This is an optimization exercise on Yosys and OpenROAD, whose aim is small area, a short achievable clock period and few clock cycles, not a production implementation. Only simulation tests tie the RTL to the original design; equivalence was not proved. The clock port is modelled as an ideal driver, which makes a skipped or thinned clock tree look cheaper than it is; a real chip needs a root buffer or a tree. Power and IR drop assume default switching activity.

v22:
==> module pkt_loopback_top, before the edit <==
module pkt_loopback_top (
    input  logic  rd_clk,
    input  logic  rd_rst_n,
    input  logic  link_up,
    input  logic  rx_valid,
    input  pkt_loopback_pkg::beat_t rx_beat,
    output logic  tx_valid,
    output pkt_loopback_pkg::beat_t tx_beat,
    input  logic  tx_ready
);
    localparam int N = 16;           
    localparam int W = 64 + 3 + 1;    
    logic [W-1:0] slot [N];
    logic [N-1:0] v;                 
    logic [N:0]   vacate;            
    logic [N-1:0] move;              
    logic [W-1:0] wr_word;
    logic         pop;
    logic         next_sop;          
    logic         out_sop;
    assign wr_word = {rx_beat.eop,
                      rx_beat.empty & {3{rx_beat.eop}},
                      rx_beat.data};
    logic [W-1:0] inc_word;
    assign inc_word = {slot[0][W-1:64], slot[0][64-1:0] + 64'(1)};
    assign pop = tx_valid && tx_ready;
    always_comb begin
        vacate[N] = pop;
        for (int i = N - 1; i >= 0; i--) begin
            vacate[i] = vacate[i+1] || !v[i];
        end
        move[0] = rx_valid;
        for (int i = 1; i < N; i++) begin
            move[i] = v[i-1] && vacate[i];
        end
    end
    always_ff @(posedge rd_clk) begin
        if (move[0]) begin
            slot[0] <= wr_word;
        end
        if (move[1]) begin
            slot[1] <= inc_word;
        end
        for (int i = 2; i < N - 1; i++) begin
            if (move[i]) begin
                slot[i] <= slot[i-1];
            end
        end
    end
    always_ff @(posedge rd_clk) begin
        slot[N-1] <= (slot[N-2] & {W{move[N-1]}}) | (slot[N-1] & {W{!move[N-1]}});
        out_sop   <= move[N-1] ? next_sop : out_sop;
    end
    always_ff @(posedge rd_clk or negedge rd_rst_n) begin
        if (!rd_rst_n) begin
            v        <= '0;
            tx_valid <= 1'b0;
            next_sop <= 1'b1;
        end else begin
            for (int i = 0; i < N; i++) begin
                v[i] <= move[i] || (v[i] && !vacate[i+1]);
            end
            if (move[N-1]) begin
                next_sop <= slot[N-2][W-1];
            end
            tx_valid <= (move[N-1] || (v[N-1] && !pop)) && link_up;
        end
    end
    assign tx_beat = {out_sop, slot[N-1]};
endmodule
Settings: LEC_CHECK=0, CAP_MARGIN=20, CORE_MARGIN=2, CORE_UTILIZATION=65, CTS_CLUSTER_DIAMETER=70, CTS_CLUSTER_SIZE=24, SETUP_SLACK_MARGIN=2.9, SLEW_MARGIN=20; clock period 5.0 ns.
standard.sh (not shown) runs the stock make flow with config.mk's settings and CLKGATE_MAP_FILE= SYNTH_SCRIPT=/design/flow/synth_recipe.tcl, a recipe that flattens the netlist after the stock synthesis.
==> flow/flow/run.sh <==
#!/bin/bash
# The standard layout, except that the port buffers are buf_2 cells rather
# than the delay buffer that buffer_ports picks by default. Every port still
# gets its own buffer. The make output goes to standard_flow.log here; ORFS
# keeps each step's log under orfs/logs.
set -euo pipefail
bash standard.sh BUFFER_PORTS_ARGS="-buffer_cell sky130_fd_sc_hd__buf_2" finish > standard_flow.log 2>&1
Testbench counts of v22, summed over its fixed seeds: cycles 4,916.
Input-level comparison between v8 and v22:
diff --git a/flow/design.v b/flow/design.v
--- a/flow/design.v
+++ b/flow/design.v
@@ -22,25 +22,22 @@
     input  pkt_loopback_pkg::beat_t rx_beat,
     output logic  tx_valid,
     output pkt_loopback_pkg::beat_t tx_beat,
     input  logic  tx_ready
 );
-    localparam int N = 16;           
-    localparam int W = 64 + 3 + 1;    
+    localparam int N  = 16;          
+    localparam int W  = 64 + 3 + 1;   
+    localparam int P  = 4;           
+    localparam int PW = 64 / P;
     logic [W-1:0] slot [N];
+    logic [P-1:1] carry;             
     logic [N-1:0] v;                 
     logic [N:0]   vacate;            
     logic [N-1:0] move;              
-    logic [W-1:0] wr_word;
     logic         pop;
     logic         next_sop;          
     logic         out_sop;
-    assign wr_word = {rx_beat.eop,
-                      rx_beat.empty & {3{rx_beat.eop}},
-                      rx_beat.data};
-    logic [W-1:0] inc_word;
-    assign inc_word = {slot[0][W-1:64], slot[0][64-1:0] + 64'(1)};
     assign pop = tx_valid && tx_ready;
     always_comb begin
         vacate[N] = pop;
         for (int i = N - 1; i >= 0; i--) begin
             vacate[i] = vacate[i+1] || !v[i];
@@ -48,26 +45,50 @@
         move[0] = rx_valid;
         for (int i = 1; i < N; i++) begin
             move[i] = v[i-1] && vacate[i];
         end
     end
+    logic [W-1:0] step [P];
+    logic [P-1:0] cout;
+    always_comb begin
+        for (int i = 0; i < P; i++) begin
+            logic         cin;
+            logic [PW-1:0] part;
+            cin     = (i == 0) ? 1'b1 : carry[i == 0 ? 1 : i];
+            part    = slot[i][i*PW +: PW];
+            step[i] = slot[i];
+            step[i][i*PW +: PW] = part + PW'(cin);
+            cout[i] = cin && (&part);
+        end
+    end
     always_ff @(posedge rd_clk) begin
         if (move[0]) begin
-            slot[0] <= wr_word;
+            slot[0] <= {rx_beat.eop,
+                        rx_beat.empty & {3{rx_beat.eop}},
+                        rx_beat.data};
         end
-        if (move[1]) begin
-            slot[1] <= inc_word;
+        for (int i = 1; i <= P; i++) begin
+            if (move[i]) begin
+                slot[i] <= step[i-1];
+            end
         end
-        for (int i = 2; i < N - 1; i++) begin
+        for (int i = 1; i < P; i++) begin
+            if (move[i]) begin
+                carry[i] <= cout[i-1];
+            end
+        end
+        for (int i = P + 1; i < N - 1; i++) begin
             if (move[i]) begin
                 slot[i] <= slot[i-1];
             end
         end
     end
+    logic keep_top;
+    assign keep_top = v[N-1] && !pop;
     always_ff @(posedge rd_clk) begin
-        slot[N-1] <= (slot[N-2] & {W{move[N-1]}}) | (slot[N-1] & {W{!move[N-1]}});
-        out_sop   <= move[N-1] ? next_sop : out_sop;
+        slot[N-1] <= (slot[N-2] & {W{move[N-1]}}) | (slot[N-1] & {W{keep_top}});
+        out_sop   <= (next_sop & move[N-1]) | (out_sop & keep_top);
     end
     always_ff @(posedge rd_clk or negedge rd_rst_n) begin
         if (!rd_rst_n) begin
             v        <= '0;
             tx_valid <= 1'b0;
Notes after the runs:
Compared v8 vs v22, and worst path setup slack after routing is up in v8. Delta (v8 minus v22): final critical-path required period lower, wire length of the first global-routing pass up about 20%, number of setup buffers added after CTS went up 2, final core utilization moved up, wire length grew by about 22%. Side by side, half-perimeter wire length after placement turned out higher in v8 than in v22. The share of synthesized registers carrying an async set or reset of v8 and that of v22 are within noise of each other. When v8 is set beside v22, its fraction of the mapped netlist area in compound gates turns out to be 1.1 points larger. Summary of v8 over v22: combinational power went up about 80%; total power went up about 5%; synthesized-area fraction occupied by and/or/nand/nor cells went up 0.67 points.
Testbench counts of v8, summed over its fixed seeds: cycles 4,916.

## oak
Another version of the RTL of pkt_loopback_top (not shown whole).
Size in the first run: ~1,600 cells after synthesis, roughly 1,100 flip-flops, about 140 I/O pins, about 36,000 um^2 of cells after synthesis.
==> module pkt_loopback_top, before the edit <==
module pkt_loopback_top (
    input  logic  rd_clk,
    input  logic  rd_rst_n,
    input  logic  link_up,
    input  logic  rx_valid,
    input  pkt_loopback_pkg::beat_t rx_beat,
    output logic  tx_valid,
    output pkt_loopback_pkg::beat_t tx_beat,
    input  logic  tx_ready
);
    localparam int N  = 16;          
    localparam int W  = 64 + 3 + 1;   
    localparam int P  = 4;           
    localparam int PW = 64 / P;
    logic [W-1:0] slot [N];
    logic [P-1:1] carry;             
    logic [N-1:0] v;                 
    logic [N-1:0] move;              
    logic         pop;
    logic         tv;                
    logic         next_sop;          
    logic         out_sop;
    assign pop = tv && tx_ready;
    logic [N-1:1] room;              
    logic [N:0]   none;              
    logic [N:0]   one;               
    logic [N-1:0] none_below_top;    
    logic [N-1:0] v_stay;            
    logic [N-1:0] v_shift;           
    logic [N-1:0] v_nxt;
    logic [N-1:1] room_nxt;
    always_comb begin
        none[N] = 1'b1;
        one[N]  = 1'b1;
        for (int i = N - 1; i >= 0; i--) begin
            none[i] = none[i+1] && v[i];
            one[i]  = v[i] ? one[i+1] : none[i+1];
        end
        none_below_top[N-1] = 1'b1;
        for (int i = N - 2; i >= 0; i--) begin
            none_below_top[i] = none_below_top[i+1] && v[i];
        end
        move[0] = rx_valid;
        for (int i = 1; i < N; i++) begin
            move[i] = room[i] || (v[i-1] && pop);
        end
        v_stay[0]  = rx_valid || (v[0] && none[1]);
        v_shift[0] = rx_valid;
        for (int i = 1; i < N; i++) begin
            v_stay[i]  = room[i] || (v[i] && none[i+1]);
            v_shift[i] = v[i-1];
        end
        v_nxt = pop ? v_shift : v_stay;
        room_nxt[1] = rx_valid && (pop ? !none_below_top[0] : !one[0]);
        for (int i = 2; i < N; i++) begin
            room_nxt[i] = v[i-2] && (pop ? !none_below_top[i-1] : !one[i-1]);
        end
    end
    logic [W-1:0] step [P];
    logic [P-1:0] cout;
    always_comb begin
        for (int i = 0; i < P; i++) begin
            logic         cin;
            logic [PW-1:0] part;
            cin     = (i == 0) ? 1'b1 : carry[i == 0 ? 1 : i];
            part    = slot[i][i*PW +: PW];
            step[i] = slot[i];
            step[i][i*PW +: PW] = part + PW'(cin);
            cout[i] = cin && (&part);
        end
    end
    always_ff @(posedge rd_clk) begin
        if (move[0]) begin
            slot[0] <= {rx_beat.eop,
                        rx_beat.empty & {3{rx_beat.eop}},
                        rx_beat.data};
        end
        for (int i = 1; i <= P; i++) begin
            if (move[i]) begin
                slot[i] <= step[i-1];
            end
        end
        for (int i = 1; i < P; i++) begin
            if (move[i]) begin
                carry[i] <= cout[i-1];
            end
        end
        for (int i = P + 1; i < N - 1; i++) begin
            if (move[i]) begin
                slot[i] <= slot[i-1];
            end
        end
    end
    logic keep_top;
    assign keep_top = v[N-1] && !pop;
    always_ff @(posedge rd_clk) begin
        slot[N-1] <= (slot[N-2] & {W{move[N-1]}}) | (slot[N-1] & {W{keep_top}});
        out_sop   <= (next_sop & move[N-1]) | (out_sop & keep_top);
    end
    always_ff @(posedge rd_clk or negedge rd_rst_n) begin
        if (!rd_rst_n) begin
            v        <= '0;
            room     <= '0;
            tv       <= 1'b0;
            next_sop <= 1'b1;
        end else begin
            v        <= v_nxt;
            room     <= room_nxt;
            if (move[N-1]) begin
                next_sop <= slot[N-2][W-1];
            end
            tv       <= v_nxt[N-1] && link_up;
        end
    end
    always_ff @(posedge rd_clk) begin
        tx_valid <= v_nxt[N-1] && link_up;
    end
    assign tx_beat = {out_sop, slot[N-1]};
endmodule
clock: 5.0 ns
lec_check: 0
cap_margin: 20
core_margin: 2
core_utilization: 65
cts_cluster_diameter: 70
cts_cluster_size: 24
setup_slack_margin: 2.9
slew_margin: 20
Scripts as last shown in full above: flow/flow/run.sh
Testbench counts of oak, summed over its fixed seeds: cycles 4,916.
The following lists how pine was set up differently from oak:
-- flow/design.v --
<<< oak, line 32
    logic [P-1:1] carry;             
    logic [N-1:0] v;                 
    logic [N-1:0] move;              
    logic         pop;
    logic         tv;                
    logic         next_sop;          
    logic         out_sop;
    assign pop = tv && tx_ready;
    logic [N-1:1] room;              
    logic [N:0]   none;              
    logic [N:0]   one;               
    logic [N-1:0] none_below_top;    
    logic [N-1:0] v_stay;            
    logic [N-1:0] v_shift;           
    logic [N-1:0] v_nxt;
    logic [N-1:1] room_nxt;
    always_comb begin
        none[N] = 1'b1;
        one[N]  = 1'b1;
        for (int i = N - 1; i >= 0; i--) begin
            none[i] = none[i+1] && v[i];
            one[i]  = v[i] ? one[i+1] : none[i+1];
        end
        none_below_top[N-1] = 1'b1;
        for (int i = N - 2; i >= 0; i--) begin
            none_below_top[i] = none_below_top[i+1] && v[i];
        end
        move[0] = rx_valid;
>>> pine, line 32
    logic [P-1:1] carry;             
    logic [N-1:0] v;                 
    logic [N:0]   vacate;            
    logic [N-1:0] move;              
    logic         pop;
    logic         next_sop;          
    logic         out_sop;
    assign pop = tx_valid && tx_ready;
    logic [N-1:1] room;              
    logic [N-1:0] v_nxt;
    logic [N-1:1] room_nxt;
    logic [N:1]   full_nxt;          
    always_comb begin
        vacate[N] = pop;
        for (int i = N - 1; i >= 0; i--) begin
            vacate[i] = vacate[i+1] || !v[i];
        end
        move[0] = rx_valid;
<<< oak, line 61
            move[i] = room[i] || (v[i-1] && pop);
        end
        v_stay[0]  = rx_valid || (v[0] && none[1]);
        v_shift[0] = rx_valid;
        for (int i = 1; i < N; i++) begin
            v_stay[i]  = room[i] || (v[i] && none[i+1]);
            v_shift[i] = v[i-1];
        end
        v_nxt = pop ? v_shift : v_stay;
        room_nxt[1] = rx_valid && (pop ? !none_below_top[0] : !one[0]);
        for (int i = 2; i < N; i++) begin
            room_nxt[i] = v[i-2] && (pop ? !none_below_top[i-1] : !one[i-1]);
        end
    end
>>> pine, line 51
            move[i] = room[i] || (v[i-1] && pop);
        end
        for (int i = 0; i < N; i++) begin
            v_nxt[i] = move[i] || (v[i] && !vacate[i+1]);
        end
        full_nxt[N] = 1'b1;
        for (int i = N - 1; i >= 1; i--) begin
            full_nxt[i] = full_nxt[i+1] && v_nxt[i];
        end
        for (int i = 1; i < N; i++) begin
            room_nxt[i] = v_nxt[i-1] && !full_nxt[i];
        end
    end
<<< oak, line 118
            v        <= '0;
            room     <= '0;
            tv       <= 1'b0;
            next_sop <= 1'b1;
        end else begin
>>> pine, line 107
            v        <= '0;
            room     <= '0;
            tx_valid <= 1'b0;
            next_sop <= 1'b1;
        end else begin
<<< oak, line 126
                next_sop <= slot[N-2][W-1];
            end
            tv       <= v_nxt[N-1] && link_up;
        end
    end
    always_ff @(posedge rd_clk) begin
        tx_valid <= v_nxt[N-1] && link_up;
    end
    assign tx_beat = {out_sop, slot[N-1]};
>>> pine, line 115
                next_sop <= slot[N-2][W-1];
            end
            tx_valid <= v_nxt[N-1] && link_up;
        end
    end
    assign tx_beat = {out_sop, slot[N-1]};
Notes after the runs:
The final area of oak and that of pine are within noise of each other.
Relative to oak, maximum cell stage delay along the critical path increased by 0.10 ns in pine.
pine vs oak: total power up in pine
Share of the cycle needed by the critical path after routing in pine is 3.0 points higher than in oak
Between pine and oak, the clock sink total figures differ only marginally.
Testbench counts of pine, summed over its fixed seeds: cycles 4,916.

The RTL this note starts from:
==> flow/design.v <==
package pkt_loopback_pkg;
    typedef struct packed {
        logic                sop;
        logic                eop;
        logic [3-1:0] empty;
        logic [64-1:0]  data;
    } beat_t;
    typedef logic [$clog2(16 + 1)-1:0] beat_idx_t;
    typedef enum logic [1:0] {
        st_idle,
        st_load,
        st_send,
        st_done
    } tx_state_e;
endpackage
`timescale 1ns/1ns
module pkt_loopback_top (
    input  logic  rd_clk,
    input  logic  rd_rst_n,
    input  logic  link_up,
    input  logic  rx_valid,
    input  pkt_loopback_pkg::beat_t rx_beat,
    output logic  tx_valid,
    output pkt_loopback_pkg::beat_t tx_beat,
    input  logic  tx_ready
);
    localparam int N  = 16;          
    localparam int W  = 64 + 3 + 1;   
    localparam int P  = 4;           
    localparam int PW = 64 / P;
    logic [W-1:0] slot [N];
    logic [P-1:1] carry;             
    logic [N-1:0] v;                 
    logic [N-1:0] move;              
    logic         pop;
    logic         tv;                
    logic         next_sop;          
    logic         out_sop;
    assign pop = tv && tx_ready;
    logic [N-1:1] room;              
    logic [N:0]   empty_from;        
    logic [N-1:0] gap_at;            
    logic [N-1:0] two_from;          
    logic [N-1:0] v_stay;            
    logic [N-1:0] v_shift;           
    logic [N-1:0] v_nxt;
    logic [N-1:1] room_nxt;
    always_comb begin
        empty_from[N] = 1'b0;
        for (int i = 0; i < N; i++) begin
            empty_from[i] = !v[i] || ((i < N - 1) ? room[(i < N - 1) ? i + 1 : 1] : 1'b0);
        end
        for (int i = 0; i < N; i++) begin
            gap_at[i] = !v[i] && empty_from[i+1];
        end
        two_from[N-1] = 1'b0;
        for (int i = N - 2; i >= 0; i--) begin
            two_from[i] = two_from[i+1] || gap_at[i];
        end
        move[0] = rx_valid;
        for (int i = 1; i < N; i++) begin
            move[i] = room[i] || (v[i-1] && pop);
        end
        v_stay[0]  = rx_valid || (v[0] && !empty_from[1]);
        v_shift[0] = rx_valid;
        for (int i = 1; i < N; i++) begin
            v_stay[i]  = room[i] || (v[i] && !empty_from[i+1]);
            v_shift[i] = v[i-1];
        end
        v_nxt = pop ? v_shift : v_stay;
        room_nxt[1] = rx_valid && (two_from[0] || (pop && v[N-1] && empty_from[0]));
        for (int i = 2; i < N; i++) begin
            room_nxt[i] = v[i-2] && (two_from[i-1] || (pop && v[N-1] && empty_from[i-1]));
        end
    end
    logic [W-1:0] step [P];
    logic [P-1:0] cout;
    always_comb begin
        for (int i = 0; i < P; i++) begin
            logic         cin;
            logic [PW-1:0] part;
            cin     = (i == 0) ? 1'b1 : carry[i == 0 ? 1 : i];
            part    = slot[i][i*PW +: PW];
            step[i] = slot[i];
            step[i][i*PW +: PW] = part + PW'(cin);
            cout[i] = cin && (&part);
        end
    end
    always_ff @(posedge rd_clk) begin
        if (move[0]) begin
            slot[0] <= {rx_beat.eop,
                        rx_beat.empty & {3{rx_beat.eop}},
                        rx_beat.data};
        end
        for (int i = 1; i <= P; i++) begin
            if (move[i]) begin
                slot[i] <= step[i-1];
            end
        end
        for (int i = 1; i < P; i++) begin
            if (move[i]) begin
                carry[i] <= cout[i-1];
            end
        end
        for (int i = P + 1; i < N - 1; i++) begin
            if (move[i]) begin
                slot[i] <= slot[i-1];
            end
        end
    end
    logic keep_top;
    assign keep_top = v[N-1] && !pop;
    always_ff @(posedge rd_clk) begin
        slot[N-1] <= (slot[N-2] & {W{move[N-1]}}) | (slot[N-1] & {W{keep_top}});
        out_sop   <= (next_sop & move[N-1]) | (out_sop & keep_top);
    end
    always_ff @(posedge rd_clk or negedge rd_rst_n) begin
        if (!rd_rst_n) begin
            v        <= '0;
            room     <= '0;
            tv       <= 1'b0;
            next_sop <= 1'b1;
        end else begin
            v        <= v_nxt;
            room     <= room_nxt;
            if (move[N-1]) begin
                next_sop <= slot[N-2][W-1];
            end
            tv       <= v_nxt[N-1] && link_up;
        end
    end
    always_ff @(posedge rd_clk) begin
        tx_valid <= v_nxt[N-1] && link_up;
    end
    assign tx_beat = {out_sop, slot[N-1]};
endmodule
Settings: LEC_CHECK=0, CAP_MARGIN=20, CORE_MARGIN=2, CORE_UTILIZATION=65, SETUP_SLACK_MARGIN=3.05, SLEW_MARGIN=20; clock period 5.0 ns.
==> flow/flow/run.sh <==
#!/bin/bash
# The standard layout with two changes: the port buffers are buf_2 cells
# rather than the delay buffer that buffer_ports picks by default (every port
# still gets its own buffer), and the clock tree is built by cts_tree.tcl, a
# balanced two-level tree, in place of TritonCTS's three-level one. The make
# output goes to standard_flow.log here; ORFS keeps each step's log under
# orfs/logs. Timing repair fixes fanout with buffers rather than by cloning
# gates, and may resize cells across footprints.
set -euo pipefail
here=$(pwd)
bash standard.sh BUFFER_PORTS_ARGS="-buffer_cell sky130_fd_sc_hd__buf_2" \
  PRE_CTS_TCL="$here/flow/cts_tree.tcl" SKIP_GATE_CLONING=1 MATCH_CELL_FOOTPRINT=0 finish > standard_flow.log 2>&1
Other scripts of this flow, unchanged in this note and not shown: flow/flow/cts_tree.tcl
Testbench counts at the start, summed over its fixed seeds: cycles 4,916.
Change:
--- a/flow/design.v
+++ b/flow/design.v
@@ -37,41 +37,40 @@
     logic         next_sop;          
     logic         out_sop;
     assign pop = tv && tx_ready;
     logic [N-1:1] room;              
-    logic [N:0]   empty_from;        
-    logic [N-1:0] gap_at;            
-    logic [N-1:0] two_from;          
+    logic [N:0]   none;              
+    logic [N:0]   one;               
+    logic [N-1:0] none_below_top;    
     logic [N-1:0] v_stay;            
     logic [N-1:0] v_shift;           
     logic [N-1:0] v_nxt;
     logic [N-1:1] room_nxt;
     always_comb begin
-        empty_from[N] = 1'b0;
-        for (int i = 0; i < N; i++) begin
-            empty_from[i] = !v[i] || ((i < N - 1) ? room[(i < N - 1) ? i + 1 : 1] : 1'b0);
+        none[N] = 1'b1;
+        one[N]  = 1'b1;
+        for (int i = N - 1; i >= 0; i--) begin
+            none[i] = none[i+1] && v[i];
+            one[i]  = v[i] ? one[i+1] : none[i+1];
         end
-        for (int i = 0; i < N; i++) begin
-            gap_at[i] = !v[i] && empty_from[i+1];
-        end
-        two_from[N-1] = 1'b0;
+        none_below_top[N-1] = 1'b1;
         for (int i = N - 2; i >= 0; i--) begin
-            two_from[i] = two_from[i+1] || gap_at[i];
+            none_below_top[i] = none_below_top[i+1] && v[i];
         end
         move[0] = rx_valid;
         for (int i = 1; i < N; i++) begin
             move[i] = room[i] || (v[i-1] && pop);
         end
-        v_stay[0]  = rx_valid || (v[0] && !empty_from[1]);
+        v_stay[0]  = rx_valid || (v[0] && none[1]);
         v_shift[0] = rx_valid;
         for (int i = 1; i < N; i++) begin
-            v_stay[i]  = room[i] || (v[i] && !empty_from[i+1]);
+            v_stay[i]  = room[i] || (v[i] && none[i+1]);
             v_shift[i] = v[i-1];
         end
         v_nxt = pop ? v_shift : v_stay;
-        room_nxt[1] = rx_valid && (two_from[0] || (pop && v[N-1] && empty_from[0]));
+        room_nxt[1] = rx_valid && (pop ? !none_below_top[0] : !one[0]);
         for (int i = 2; i < N; i++) begin
-            room_nxt[i] = v[i-2] && (two_from[i-1] || (pop && v[N-1] && empty_from[i-1]));
+            room_nxt[i] = v[i-2] && (pop ? !none_below_top[i-1] : !one[i-1]);
         end
     end
     logic [W-1:0] step [P];
     logic [P-1:0] cout;
The changed run went through all stages and came out clean.
Worst setup slack gains 19 ps.
Power shrinks by 5.3%.
Sequential cell count does not change.
Worst hold slack hardly moves.
Wire length rose by 10%.
Final cell count climbs by 2.2%.
Testbench counts after the change, summed over its fixed seeds: cycles 4,916.
In every run of this note, the design's own scripts or RTL, not TritonCTS, make the clock network.

[static timing again, ports no longer ideal]
In the flow no input, the clock included, has a driving cell. The finished layouts below were timed again as built, in two steps. Step 1: set_driving_cell puts a clkbuf_16 on rd_clk and a buf_2 on each other input, an assumption about the parent block. Step 2 adds t to the input delays and takes it off the output delays; t is the mean of the earliest and latest rising clock arrival at the registers after step 1. Input paths then give back, and output paths get back, about the clock's delay inside the block. a / b / c = no drivers / after step 1 / after step 2; a / b = the first two.
| run | t, ns | setup slack, ns | slew at the worst register clock pin (ns) | worst slew at a driven data input, ns | cell pins on the clock port's net |
|---|---|---|---|---|---|
| v22 | 0.653 | 2.824 / 2.770 / 2.266 | 0.09 / 0.09 | 0.04 | 1 |
| v8 | 0.660 | 2.862 / 2.808 / 2.261 | 0.10 / 0.10 | 0.05 | 1 |
| oak | 0.655 | 2.930 / 2.871 / 2.376 | 0.09 / 0.09 | 0.05 | 1 |
| pine | 0.665 | 2.782 / 2.727 / 2.239 | 0.09 / 0.09 | 0.05 | 1 |
| the first run of note 3 | 0.526 | 3.066 / 2.952 / 2.750 | 0.09 / 0.09 | 0.05 | 4 |
| the second run of note 3 | 0.538 | 3.085 / 2.962 / 2.645 | 0.09 / 0.09 | 0.05 | 4 |
After both steps every run listed still meets setup and hold. The setup slack of v8, which loses most, moves by -0.054 ns with the drivers and by -0.601 ns with both steps.
